Context: an optimization exercise on an open-source flow, tuned for small area, a short achievable clock period and few clock cycles per item. The choices shown serve that exercise and are no tape-out recipe. The RTL was checked by simulation tests, not by an equivalence proof against the original design. No activity file was given, so power comes from the tool's default toggle rates.

==> design.v <==
module hilo_mdu (
  input  logic        clk,
  input  logic        rst,
  input  logic        op_valid,
  input  logic [2:0]  op,
  input  logic [31:0] src_a,
  input  logic [31:0] src_b,
  input  logic        cancel,
  output logic        busy,
  output logic        done,
  output logic [31:0] hi_out,
  output logic [31:0] lo_out
);
  logic s_mstep, s_mshft, s_mcorr, s_dnega, s_div, s_dnegq, s_dnegr;
  logic busy_q, done_q;
  logic [4:0]  cnt_q;      
  logic [31:0] hi_q, lo_q;
  logic        hx_q;       
  logic [31:0] bh_q, bl_q;   
  logic [31:0] z_q;          
    logic        sgn_q;        
  logic        corr_q;       
  logic        bneg_q;       
  logic        qneg_q, rneg_q;
  logic        rz_q;         
  logic [34:0] add_a, add_b, add_bx, sum;
  logic        add_inv;
  logic [34:0] zext;
  assign zext = {{3{sgn_q & z_q[31]}}, z_q};
  logic m_shift;    
  assign m_shift = s_mshft | (s_mstep & rz_q & (cnt_q[1:0] == 2'd0));
  logic a_mul_q, a_div_q, b_two_q, b_one_q, b_z_q, b_lo_q, b_hi_q, inv_q;
  assign add_a = ({35{a_mul_q}} & {{2{hx_q}}, hx_q, hi_q})
               | ({35{a_div_q}} & {2'b00, hi_q, lo_q[31]});
  assign add_b = ({35{b_two_q}} & {zext[33:0], 1'b0})
               | ({35{b_one_q | b_z_q}} & zext)
               | ({35{b_lo_q}} & {3'b000, lo_q})
               | ({35{b_hi_q}} & {3'b000, hi_q});
  assign add_inv = inv_q;
  assign add_bx = add_b ^ {35{add_inv}};
  logic [34:0] pg_g [0:6];
  logic [34:0] pg_p [0:6];
  assign pg_g[0] = {add_a[34:1] & add_bx[34:1], (add_a[0] & add_bx[0]) | ((add_a[0] ^ add_bx[0]) & add_inv)};
  assign pg_p[0] = add_a ^ add_bx;
  for (genvar l = 0; l < 6; l++) begin : g_lvl
    for (genvar i = 0; i < 35; i++) begin : g_bit
      if (((i >> l) & 1) == 1) begin : g_op
        localparam int J = ((i >> l) << l) - 1;
        assign pg_g[l+1][i] = pg_g[l][i] | (pg_p[l][i] & pg_g[l][J]);
        assign pg_p[l+1][i] = pg_p[l][i] & pg_p[l][J];
      end else begin : g_pass
        assign pg_g[l+1][i] = pg_g[l][i];
        assign pg_p[l+1][i] = pg_p[l][i];
      end
    end
  end
  assign sum = pg_p[0] ^ {pg_g[6][33:0], add_inv};
  logic q_bit;
  assign q_bit = ~sum[34];
  logic [31:0] zmag, zabove;
  logic [32:0] win;
  logic        d_skip;
  assign zmag = z_q ^ {32{bneg_q}};
  always_comb begin
    zabove[31] = 1'b0;
    for (int i = 30; i >= 0; i--) zabove[i] = zabove[i+1] | zmag[i+1];
  end
  assign win    = {hi_q[24:0], lo_q[31:24]};
  assign d_skip = ((win[31:0] & ~zabove) == 32'd0) & ~win[32] & ~(cnt_q[4] & cnt_q[3] & (cnt_q[2:0] != 3'd0));
  logic accept, go_mul, go_div, div_zero;
  assign accept   = ~busy_q & op_valid & ~cancel;
  assign go_mul   = accept & (op[2:1] == 2'b00);
  assign go_div   = accept & (op[2:1] == 2'b01);
  assign div_zero = (src_b == 32'd0);
  logic [2:0] fit_a, fit_b;    
  logic       swap;
  logic [31:0] mplier, mcand;
  assign fit_a = {src_a[31:7] == {25{src_a[31]}}, src_a[31:15] == {17{src_a[31]}}, src_a[31:23] == {9{src_a[31]}}};
  assign fit_b = {src_b[31:7] == {25{src_b[31]}}, src_b[31:15] == {17{src_b[31]}}, src_b[31:23] == {9{src_b[31]}}};
  always_comb begin
    swap = (fit_b[2] & ~fit_a[2]) | (fit_b[1] & ~fit_a[1]) | (fit_b[0] & ~fit_a[0]);
    if (fit_a == fit_b) swap = op[0] & src_a[31] & ~src_b[31];
    swap = swap & ~op[2] & ~op[1];
  end
  assign mplier = swap ? src_b : src_a;
  assign mcand  = swap ? src_a : src_b;
  logic fin;
  logic n_mstep, n_mshft, n_mcorr, n_dnega, n_div, n_dnegq, n_dnegr;
  logic [4:0]  cnt_d;
  logic [32:0] hi_d;
  logic [31:0] lo_d;
  logic last_m, last_g, last_s, last_d;
  assign last_m = (cnt_q[3:0] == 4'd15);
  assign last_g = (cnt_q[3:2] == 2'd3);
  assign last_s = (cnt_q == 5'd24);
  assign last_d = (cnt_q == 5'd31);
  always_comb begin
    fin = 1'b0;
    {n_mstep, n_mshft, n_mcorr, n_dnega, n_div, n_dnegq, n_dnegr} = '0;
    cnt_d = cnt_q;
    hi_d  = {hx_q, hi_q};
    lo_d  = lo_q;
    if (m_shift) begin
      hi_d  = {{8{hx_q}}, hx_q, hi_q[31:8]};
      lo_d  = {hi_q[7:0], lo_q[31:8]};
      cnt_d = cnt_q + 5'd4;
      fin   = last_g & ~corr_q;
      n_mshft = ~last_g;
      n_mcorr = last_g & corr_q;
    end else if (s_mstep) begin
      hi_d  = sum[34:2];
      lo_d  = {sum[1:0], lo_q[31:2]};
      cnt_d = cnt_q + 5'd1;
      fin   = last_m & ~corr_q;
      n_mstep = ~last_m;
      n_mcorr = last_m & corr_q;
    end
    if (s_mcorr) begin
      hi_d = sum[32:0];
      fin  = 1'b1;
    end
    if (s_dnega) begin
      lo_d  = sum[31:0];
      n_div = 1'b1;
    end
    if (s_div) begin
      if (d_skip) begin
        hi_d  = {1'b0, win[31:0]};
        lo_d  = {lo_q[23:0], 8'd0};
        cnt_d = cnt_q + 5'd8;
        fin     = last_s & ~(qneg_q | rneg_q);
        n_div   = ~last_s;
        n_dnegq = last_s & qneg_q;
        n_dnegr = last_s & ~qneg_q & rneg_q;
      end else begin
        hi_d  = {1'b0, q_bit ? sum[31:0] : {hi_q[30:0], lo_q[31]}};
        lo_d  = {lo_q[30:0], q_bit};
        cnt_d = cnt_q + 5'd1;
        fin     = last_d & ~(qneg_q | rneg_q);
        n_div   = ~last_d;
        n_dnegq = last_d & qneg_q;
        n_dnegr = last_d & ~qneg_q & rneg_q;
      end
    end
    if (s_dnegq) begin
      lo_d    = sum[31:0];
      fin     = ~rneg_q;
      n_dnegr = rneg_q;
    end
    if (s_dnegr) begin
      hi_d = {1'b0, sum[31:0]};
      fin  = 1'b1;
    end
    if (busy_q & cancel) begin
      hi_d = {1'b0, bh_q};
      lo_d = bl_q;
      {n_mstep, n_mshft, n_mcorr, n_dnega, n_div, n_dnegq, n_dnegr} = '0;
    end
    if (!busy_q) begin
      cnt_d = '0;
      if (go_mul | (go_div & ~div_zero)) begin
        hi_d = '0;
        lo_d = mplier;
      end
      if (accept && op == 3'b100) hi_d = {1'b0, src_a};
      if (accept && op == 3'b101) lo_d = src_a;
      n_mstep = go_mul;
      n_dnega = go_div & ~div_zero & ~op[0] & src_a[31];
      n_div   = go_div & ~div_zero & ~(~op[0] & src_a[31]);
    end
  end
  always_ff @(posedge clk or posedge rst) begin
    if (rst) begin
      busy_q  <= 1'b0;
      done_q  <= 1'b0;
      {s_mstep, s_mshft, s_mcorr, s_dnega, s_div, s_dnegq, s_dnegr} <= '0;
      hi_q    <= '0;
      lo_q    <= '0;
    end else begin
      {s_mstep, s_mshft, s_mcorr, s_dnega, s_div, s_dnegq, s_dnegr} <=
        {n_mstep, n_mshft, n_mcorr, n_dnega, n_div, n_dnegq, n_dnegr};
      if (busy_q) begin
        busy_q <= ~(cancel | fin);
        done_q <= ~cancel & fin;
      end else begin
        busy_q <= go_mul | (go_div & ~div_zero);
        done_q <= go_div & div_zero;
      end
      hi_q <= hi_d[31:0];
      lo_q <= lo_d;
    end
  end
  logic nb_one, nb_two, nb_neg, n_bneg;
  always_comb begin
    if (!busy_q) begin
      nb_one = mplier[0];
      nb_two = mplier[1] & ~mplier[0];
      nb_neg = mplier[1];
      n_bneg = ~op[0] & src_b[31];
    end else begin
      nb_one = lo_q[2] ^ lo_q[1];
      nb_two = (lo_q[3] & ~lo_q[2] & ~lo_q[1]) | (~lo_q[3] & lo_q[2] & lo_q[1]);
      nb_neg = lo_q[3];
      n_bneg = bneg_q;
    end
  end
  always_ff @(posedge clk or posedge rst) begin
    if (rst) begin
      {a_mul_q, a_div_q, b_two_q, b_one_q, b_z_q, b_lo_q, b_hi_q, inv_q} <= '0;
    end else begin
      a_mul_q <= n_mstep | n_mcorr;
      a_div_q <= n_div;
      b_two_q <= n_mstep & nb_two;
      b_one_q <= n_mstep & nb_one;
      b_z_q   <= n_mcorr | n_div;
      b_lo_q  <= n_dnega | n_dnegq;
      b_hi_q  <= n_dnegr;
      inv_q   <= (n_mstep & nb_neg) | (n_div & ~n_bneg) | n_dnega | n_dnegq | n_dnegr;
    end
  end
  always_ff @(posedge clk) begin
    hx_q  <= hi_d[32];
    cnt_q <= cnt_d;
    if (!busy_q) begin
      bh_q     <= hi_q;
      bl_q     <= lo_q;
      z_q      <= mcand;
      rz_q     <= 1'b0;
      sgn_q    <= ~op[0];
      corr_q   <= op[0] & mplier[31];
      bneg_q   <= ~op[0] & src_b[31];
      qneg_q   <= ~op[0] & (src_a[31] ^ src_b[31]);
      rneg_q   <= ~op[0] & src_a[31];
    end else if (s_mstep) begin
      case (cnt_q[3:2])
        2'd0:    rz_q <= (lo_q[25:1] == {25{lo_q[1]}});
        2'd1:    rz_q <= (lo_q[17:1] == {17{lo_q[1]}});
        default: rz_q <= (lo_q[9:1]  == {9{lo_q[1]}});
      endcase
    end
  end
  assign busy   = busy_q;
  assign done   = done_q;
  assign hi_out = hi_q;
  assign lo_out = lo_q;
endmodule
==> run.sh <==
#!/bin/bash
# synth_recipe.tcl (not shown) runs the flow's synth.tcl, then flattens the netlist and writes it again
# the make line also repeats each setting of config.mk as NAME=value (left out here)
make -C /OpenROAD-flow-scripts/flow DESIGN_CONFIG=/design/flow/config.mk WORK_HOME=/design/flow/orfs CLKGATE_MAP_FILE= SYNTH_SCRIPT=/design/flow/synth_recipe.tcl finish
==> config.mk <==
export PLATFORM = sky130hd
export DESIGN_NAME = hilo_mdu
export DESIGN_NICKNAME = hilo_mdu
export VERILOG_FILES = /design/flow/design.v
export SDC_FILE = /design/flow/constraint.sdc
export NUM_CORES = 4
export LEC_CHECK = 0
export CAP_MARGIN = 20
export CORE_MARGIN = 2
export CORE_UTILIZATION = 40
export SETUP_SLACK_MARGIN = 5
export SLEW_MARGIN = 20
==> constraint.sdc <==
create_clock -name core_clock -period 10.5 [get_ports {clk}]
set_input_delay 2.1000 -clock core_clock [delete_from_list [all_inputs] [get_ports {clk}]]
set_output_delay 2.1000 -clock core_clock [all_outputs]
set_load 0.01 [all_outputs]
==> results.ini, run 1 <==
[global_routing]
antenna_found_initial=2
grtUsageTotal_pct=38.3
grt_pass1_vias=15800
grt_pass1_wl_microns=109000
overflow=0
grt_max_degree=70

[run_status]
outcome=finished clean

[finish]
area_growth_pct=17.2
nNetsFinal=1957
fillers=3678
drive_gt1_share_pct=9.68
fin_area_sq_um=17700

[cts]
cts.sinks=187
root_buffer=clkbuf_16
cts-hold-fix-buffers=0
clock_latency_ns=0.46
htree_levels=4
cts_tree=built
numCtsBuffers=17
clockBufferDepth=2
path_clk_slew_ns=0.07

[drt]
drt_iter0_markers=3070
drt-total-wl_microns=76300
avgRoutedWirePerCell_microns=32.3
drtPass1Iterations=10
vias=16800
via_per_inst=7.12
drc_errors=0
ant_nets=0

[synth]
yosys_register_bits=187
yosysSeqAreaShare_pct=33.9
postSynth.asyncResetShare_pct=42.2
syn_inst=1783
synth_top_area_share_pct=19.8
ys_types=74
synthTopCellsByArea=edfxtp_1 20%, dfrtp_1 13%, nand2_1 5.2%
ys_warn_count=3
yosys_most_used_dff=edfxtp_1
synth_edf_count=100
synth_nets=1904
syn_area_sq_um=15100
syn_area_per_cell_sq_um=8.49
synth_area_leader_cell=edfxtp_1

[floorplanning]
initial_core_util_pct=40.4
die_x_microns=199
dieHeight_microns=199
dieArea_sq_um=39400
coreArea_sq_um=37500
ioPinCount=137
rows=71

[power_and_ir_drop]
power_density_nw_per_um2=227
leakage_uw=0.00699
ir_worst_vdd_mv=0.122

[critical_path]
rr_startpoint=s_dnegr
rr_worst_depth=19
worst_setup_path_end_kind=flop
cp_cell_sequence=clkdlybuf4s50_1, clkinv_2, ha_1, nor4b_1, nand4_1, or4_1, nand2b_1, nor2b_1, buf_4, nand3_1, a21oi_1, o31ai_1, a21oi_1, a221o_1
cpMostUsedCell=a21oi_1
cp_slowest_cell=or4_1
r2r_end=hi_q[30]
cp.arrival_ns=5.81
cp_slowest_stage_delay_ns=0.57
criticalPathCategory=in -> reg
reg2reg_slack_ns=5.33
startpoint_type=primary input
critical_path.max_fanout=12
required_ns=10.89

[sta]
worst_pin_slew_ns=1.12
grt_setup_unrepaired=false
hold_viol_final=0
slew_violations=0
finalSetupViolCount=0
fin_crit_ns=5.43
max_freq_mhz=184
setup_tns_ns=0
skew_ns=0.0178
slew_headroom_pct=25.3
period_share_pct=51.7

[flow_run]
drv_cap=0

[placed_design]
portBuffers=136
dpl.hpwl_microns=53300
place_area_sq_um=16900
place_congestion=1.03

[worst_hold_path]
worstHoldEndpoint=hi_q[7]
hold_path.class=reg -> reg
min_path_cells=1
hold_start=bh_q[7]

[placed cells by master (no fill, tap or decap), types with 45 or more instances in the layout]
cell and count:
nand2_1 205, clkdlybuf4s50_1 133, o21ai_0 131, nor2_1 119, a21oi_1 112, edfxtp_1 100
dfrtp_1 75, mux2i_1 61, nor3_1 52, buf_4 51, mux2_2 45
[cell usage after synthesis, drive strengths merged (12+ instances only)]
| cell type | instances |
|---|---|
| nand2 | 208 |
| o21ai | 136 |
| clkbuf | 124 |
| nor2 | 124 |
| a21oi | 113 |
| edfxtp | 100 |
| dfrtp | 79 |
| mux2i | 61 |
| nor3 | 53 |
| mux2 | 45 |
| ha | 44 |
| xor2 | 42 |
| inv | 41 |
| a222oi | 38 |
| nand3 | 37 |
| a221oi | 35 |
| buf | 35 |
| o22ai | 31 |
| a211oi | 27 |
| a22oi | 27 |
| a31oi | 27 |
| xnor2 | 26 |
| o211ai | 25 |
| o221ai | 25 |
| a22o | 23 |
| a21o | 20 |
| nand4 | 20 |
| nor2b | 19 |
| o31ai | 17 |
| and3 | 16 |
| nor4 | 16 |
| nand2b | 14 |
| a211o | 12 |
[final cells by class]
cell class,instances,area [sq um],area share (%)
repair buffers,191,1790,10.1
clock inverters,13,204,1.15
diodes,2,5.00,0.0282
well taps,511,639,3.60
inverters,43,166,0.938
multi-input cells,1396,9360,52.7
flip-flops and latches,187,5150,29.0
clock buffers,19,433,2.44
[power by group]
part | switching (uW) | leakage, uW | internal [uW]
clock network | 327 | 0.000305 | 407
logic | 953 | 0.00459 | 719
registers | 556 | 0.00209 | 1070
total | 1840 | 0.00699 | 2190
[logic make-up after synthesis]
logic type | share of synthesized area, %
and+or+nand+nor | 16.5
DFF | 33.9
buffers and inverters | 5.27
adders and majority gates | 4.43
xor gates and xnor gates | 3.93
muxes | 7.38
AOI/OAI and AO/OA | 28.6
[state kept, by name, indices dropped and copies added (netlist names), 5 cells and up]
register  flops
lo_q         32
hi_q         32
cnt_q         5
bh_q         32
z_q          32
bl_q         32
[stage by stage]
stage               util, %  total power (uW)  setup slack, ns  instances  hold slack (ns)
finish                 47.3              4030             5.07       2362            0.487
global route           47.3              4140             5.02       2360            0.511
CTS                    46.9              3920             4.96       2354            0.488
detailed placement     45.1              3200             3.66       2320            0.472
global placement       45.1              3190             3.71       2320            0.464
floorplan                 -              2280             5.35       1783            0.443
[how the worst max path moves through the flow]
stage / from / endpoint / slack (ns)
floorplan: src_a[31] / z_q[10] / 5.35
global placement: src_a[31] / lo_q[11] / 3.71
detailed placement: src_a[31] / lo_q[11] / 3.66
CTS: src_b[31] / lo_q[11] / 4.96
global route: src_a[12] / lo_q[22] / 5.02
finish: src_b[31] / hi_q[7] / 5.07
[critical path, delay by kind of cell]
family	cells	cell delay (ns)
compound gates	4	0.74
simple gates	6	1.73
buf+inv	3	1.04
fa+ha+maj	1	0.19
[routing by layer]
| layer | GRT usage [%] | share of wire [%] |
|---|---|---|
| met1 | 51.2 | 38 |
| met2 | 55.2 | 41 |
| met3 | 12.9 | 15 |
| met4 | 19.2 | 6.1 |
| met5 | 0 | 0.016 |
[repair_timing]
action / in CTS / in global routing
hold endpoints to repair: 0 / 0
endpoints found under the setup margin: 73 / 40
setup buffers: 0 / 6
gates cloned: 2 / 0
pin swaps: 1 / 3
resized for setup: 8 / 25
Testbench counts, summed over its fixed seeds: cycles 24,177, items 2,400.
==> inputs of run 2 (changes only) <==
==> flow/run.sh (new file) <==
#!/bin/bash
# The standard layout (the standard.sh, standard synthesis unchanged), with two
# changes to how it is made:
#  * the ports are buffered by the smallest buffer instead of clkdlybuf4s50_1 (the
#    repair steps upsize any port buffer that needs it);
#  * setup repair aims for 6 ns of slack at the design's 10.5 ns clock.
# The constraints (constraint.sdc) and the clock are the standard flow's, unchanged.
set -euo pipefail
cd "$(dirname "$0")/.."
cat >> config.mk <<'EOC'
export BUFFER_PORTS_ARGS = -buffer_cell sky130_fd_sc_hd__buf_1
export SETUP_SLACK_MARGIN = 6
EOC
bash standard.sh > flow_standard.log 2>&1
==> standard.sh (new file) <==
#!/bin/bash
# synth_recipe.tcl (not shown) runs the flow's synth.tcl, then flattens the netlist and writes it again
# the make line also repeats each setting of config.mk as NAME=value (left out here)
make -C /OpenROAD-flow-scripts/flow DESIGN_CONFIG=/design/flow/config.mk WORK_HOME=/design/flow/orfs CLKGATE_MAP_FILE= SYNTH_SCRIPT=/design/flow/synth_recipe.tcl "${@:-finish}"
--- a/config.mk
+++ b/config.mk
@@ -8,5 +8,6 @@
 export CAP_MARGIN = 20
 export CORE_MARGIN = 2
 export CORE_UTILIZATION = 40
-export SETUP_SLACK_MARGIN = 5
 export SLEW_MARGIN = 20
+export BUFFER_PORTS_ARGS = -buffer_cell sky130_fd_sc_hd__buf_1
+export SETUP_SLACK_MARGIN = 6
removed: run.sh
==> results.ini, run 2 <==
[synth]
syn_inst=1783
postSynth.asyncResetShare_pct=42.2
synth_edf_count=100
yosysSeqAreaShare_pct=33.9
yosys_register_bits=187
synth_area_leader_cell=edfxtp_1
syn_area_per_cell_sq_um=8.49
ys_types=74
syn_area_sq_um=15100
synthTopCellsByArea=edfxtp_1 20%, dfrtp_1 13%, nand2_1 5.2%
synth_top_area_share_pct=19.8
netlist_top_cells_count=208 x nand2_1, 132 x o21ai_0, 124 x nor2_1
yosys_most_used_dff=edfxtp_1
synth_nets=1904
yosysMostFrequentCell=nand2_1
ys_warn_count=3

[power_and_ir_drop]
p_int_uw=2020
p_comb_share_pct=39.9
sw_frac_of_total_pct=48.3
ir_worst_vdd_mv=0.111
leakage_uw=0.00714
power_density_nw_per_um2=217
seqPwrFrac_pct=42.2
p_switching_uw=1880
clockPowerShare_pct=18.0

[cts]
path_clk_slew_ns=0.08
clock_latency_ns=0.47
cts.sinks=187
htree_levels=4
cts-hold-fix-buffers=0
clockBufferDepth=2
root_buffer=clkbuf_16
cts_tree=built
numCtsBuffers=17

[floorplanning]
rows=71
ioPinCount=137
initial_core_util_pct=40.4
dieArea_sq_um=39400
dieHeight_microns=199
die_x_microns=199
coreArea_sq_um=37500

[finish]
final_core_util_pct=48.1
nNetsFinal=2004
final_cell_mix=202 x nand2_1, 121 x o21ai_0, 116 x nor2_1
final_common_cell=nand2_1
layout.area.seq_sq_um=5150
drive_gt1_share_pct=17.2
area_growth_pct=19.0
fillers=3614
multi_input_area_sq_um=9840

[drt]
wl_met3_microns=12100
route.top_layer_used=met4
via_per_inst=7.12
drt_iter0_markers=3231
wl_met1_microns=28700
wl_met2_microns=32700
drt-total-wl_microns=78200
ant_nets=0
avgRoutedWirePerCell_microns=32.4
drc_errors=0
drtPass1Iterations=13
vias=17200

[critical_path]
cp.arrival_ns=4.93
rr_worst_depth=20
criticalPathCategory=in -> reg
cp_slowest_cell=nor4_1
worst_setup_path_end_kind=flop
startpoint_type=primary input
cpMostUsedCell=buf_12
cp_slowest_stage_delay_ns=0.37
cp_cell_sequence=buf_2, nor4_1, a31oi_2, or2_4, ha_4, nand3_4, o21ai_2, nand2_2, buf_12, a21oi_4, buf_12, buf_12, o22ai_4, a211oi_2, nand2_1, o211ai_1
critical_path.max_fanout=7
rr_startpoint=s_dnegr
required_ns=10.86
reg2reg_slack_ns=5.96
r2r_end=hi_q[30]

[sta]
hold_ws_ns=0.500
slew_violations=0
worst_pin_slew_ns=1.33
grt_setup_unrepaired=true
hold_viol_final=0
max_freq_mhz=219
finalSetupViolCount=0
skew_ns=0.0175
setup_tns_ns=0
fin_crit_ns=4.57
slew_headroom_pct=11.5
period_share_pct=43.5

[placed_design]
portBuffers=136
place_congestion=1.01
dpl.hpwl_microns=53000

[global_routing]
grt_pass1_wl_microns=110000
overflow=0
antenna_found_initial=2
grt_pass1_vias=15600
grtUsageTotal_pct=38.7
grt_max_degree=68

[worst_hold_path]
hold_start=bh_q[3]
min_path_cells=2
hold_path.class=reg -> reg
worstHoldEndpoint=hi_q[3]

[flow_run]
drv_cap=0

[run_status]
outcome=finished clean

run 2: cell counts after synthesis:
No cell type changed its count.
run 2: repair_timing:
action	in CTS	in global routing
endpoints found under the hold margin	0	0
gates cloned	3	2
gates resized for setup	103	87
setup endpoints to repair	101	92
pin swaps	26	60
buffers inserted	36	15
run 2: worst max-delay path by stage:
stage,endpoint,startpoint,cells past startpoint
3_5_place_dp,lo_q[6],src_b[2],11
4_1_cts,lo_q[6],src_b[31],14
2_1_floorplan,hi_q[31],a_div_q,22
5_1_grt,lo_q[11],src_b[27],21
3_3_place_gp,lo_q[6],src_b[2],11
6_report,lo_q[11],src_a[10],16
run 2: cell type report:
type,count,area share [%]
multi-input cells,1394,54.6
flip-flops and latches,187,28.6
repair buffers,240,8.93
well taps,511,3.55
clock buffers,17,2.36
clock inverters,15,1.01
inverters,43,0.944
diodes,3,0.0416
run 2: per-layer routing:
layer | GRT usage, % | up-vias
met5 | 0 | -
met3 | 12.4 | 348
met2 | 56.4 | 1618
li1 | - | 7022
met4 | 19.8 | 0
met1 | 51.3 | 8180
run 2: kinds of logic after synthesis:
kind of cell	count (synthesis)	share of synthesized area, %
AND/OR/NAND/NOR	545	16.5
XOR/XNOR	68	3.93
multiplexers	106	7.38
adder cells (fa/ha/maj)	50	4.43
buffers and inverters	202	5.27
AO/OA/AOI/OAI	625	28.6
flip-flops	187	33.9
run 2: power groups by stage:
stage,clock network [uW],logic [uW],registers [uW]
2_1_floorplan,0,961,1320
5_1_grt,721,1640,1640
4_1_cts,696,1450,1590
3_5_place_dp,0,1410,1610
6_report,701,1560,1650
3_3_place_gp,0,1400,1610
run 2: stage by stage:
stage	setup slack, ns	total power (uW)	std cells	area [sq um]
floorplan	6.00	2280	1783	15200
global placement	4.54	3010	2319	16100
detailed placement	4.44	3020	2319	16100
CTS	5.97	3740	2390	17500
global route	5.80	4000	2407	18000
finish	5.93	3900	2410	18000
run 2: worst max-delay path, delay by kind of cell:
family,cells,cell delay (ns)
simple gates,5,0.94
fa+ha+maj,1,0.27
compound gates,6,0.99
buf+inv,4,0.60

## static timing again, ports no longer ideal
How much do the figures lean on ideal ports? The routed layouts below were timed once more, with nothing changed but the port constraints.
Step 1: set_driving_cell puts a clkbuf_16 on clk and a buf_2 on each other input, an assumption about the parent block.
Step 2 moves the port delays by t, midway between the first and last clock arrival at a register: inputs arrive t later, outputs are due t later. That takes back most of the time a late clock gives input paths.
a / b / c = ideal ports / drivers / drivers and shift; a / b = the first two.
| run | t (ns) | setup slack, ns | worst hold slack (ns) | latest minus earliest clock arrival (ns) | cell pins on the clock port's net |
|---|---|---|---|---|---|
| run 1 | 0.509 | 5.074 / 5.101 / 4.592 | 0.487 / 0.487 / 0.487 | 0.018 / 0.018 | 1 |
| run 2 | 0.518 | 5.932 / 5.961 / 5.444 | 0.500 / 0.500 / 0.500 | 0.017 / 0.017 | 1 |
After both steps setup and hold are still met in every run listed. The setup slack of run 2, which loses most, moves by +0.029 ns with the drivers and by -0.488 ns with both steps.
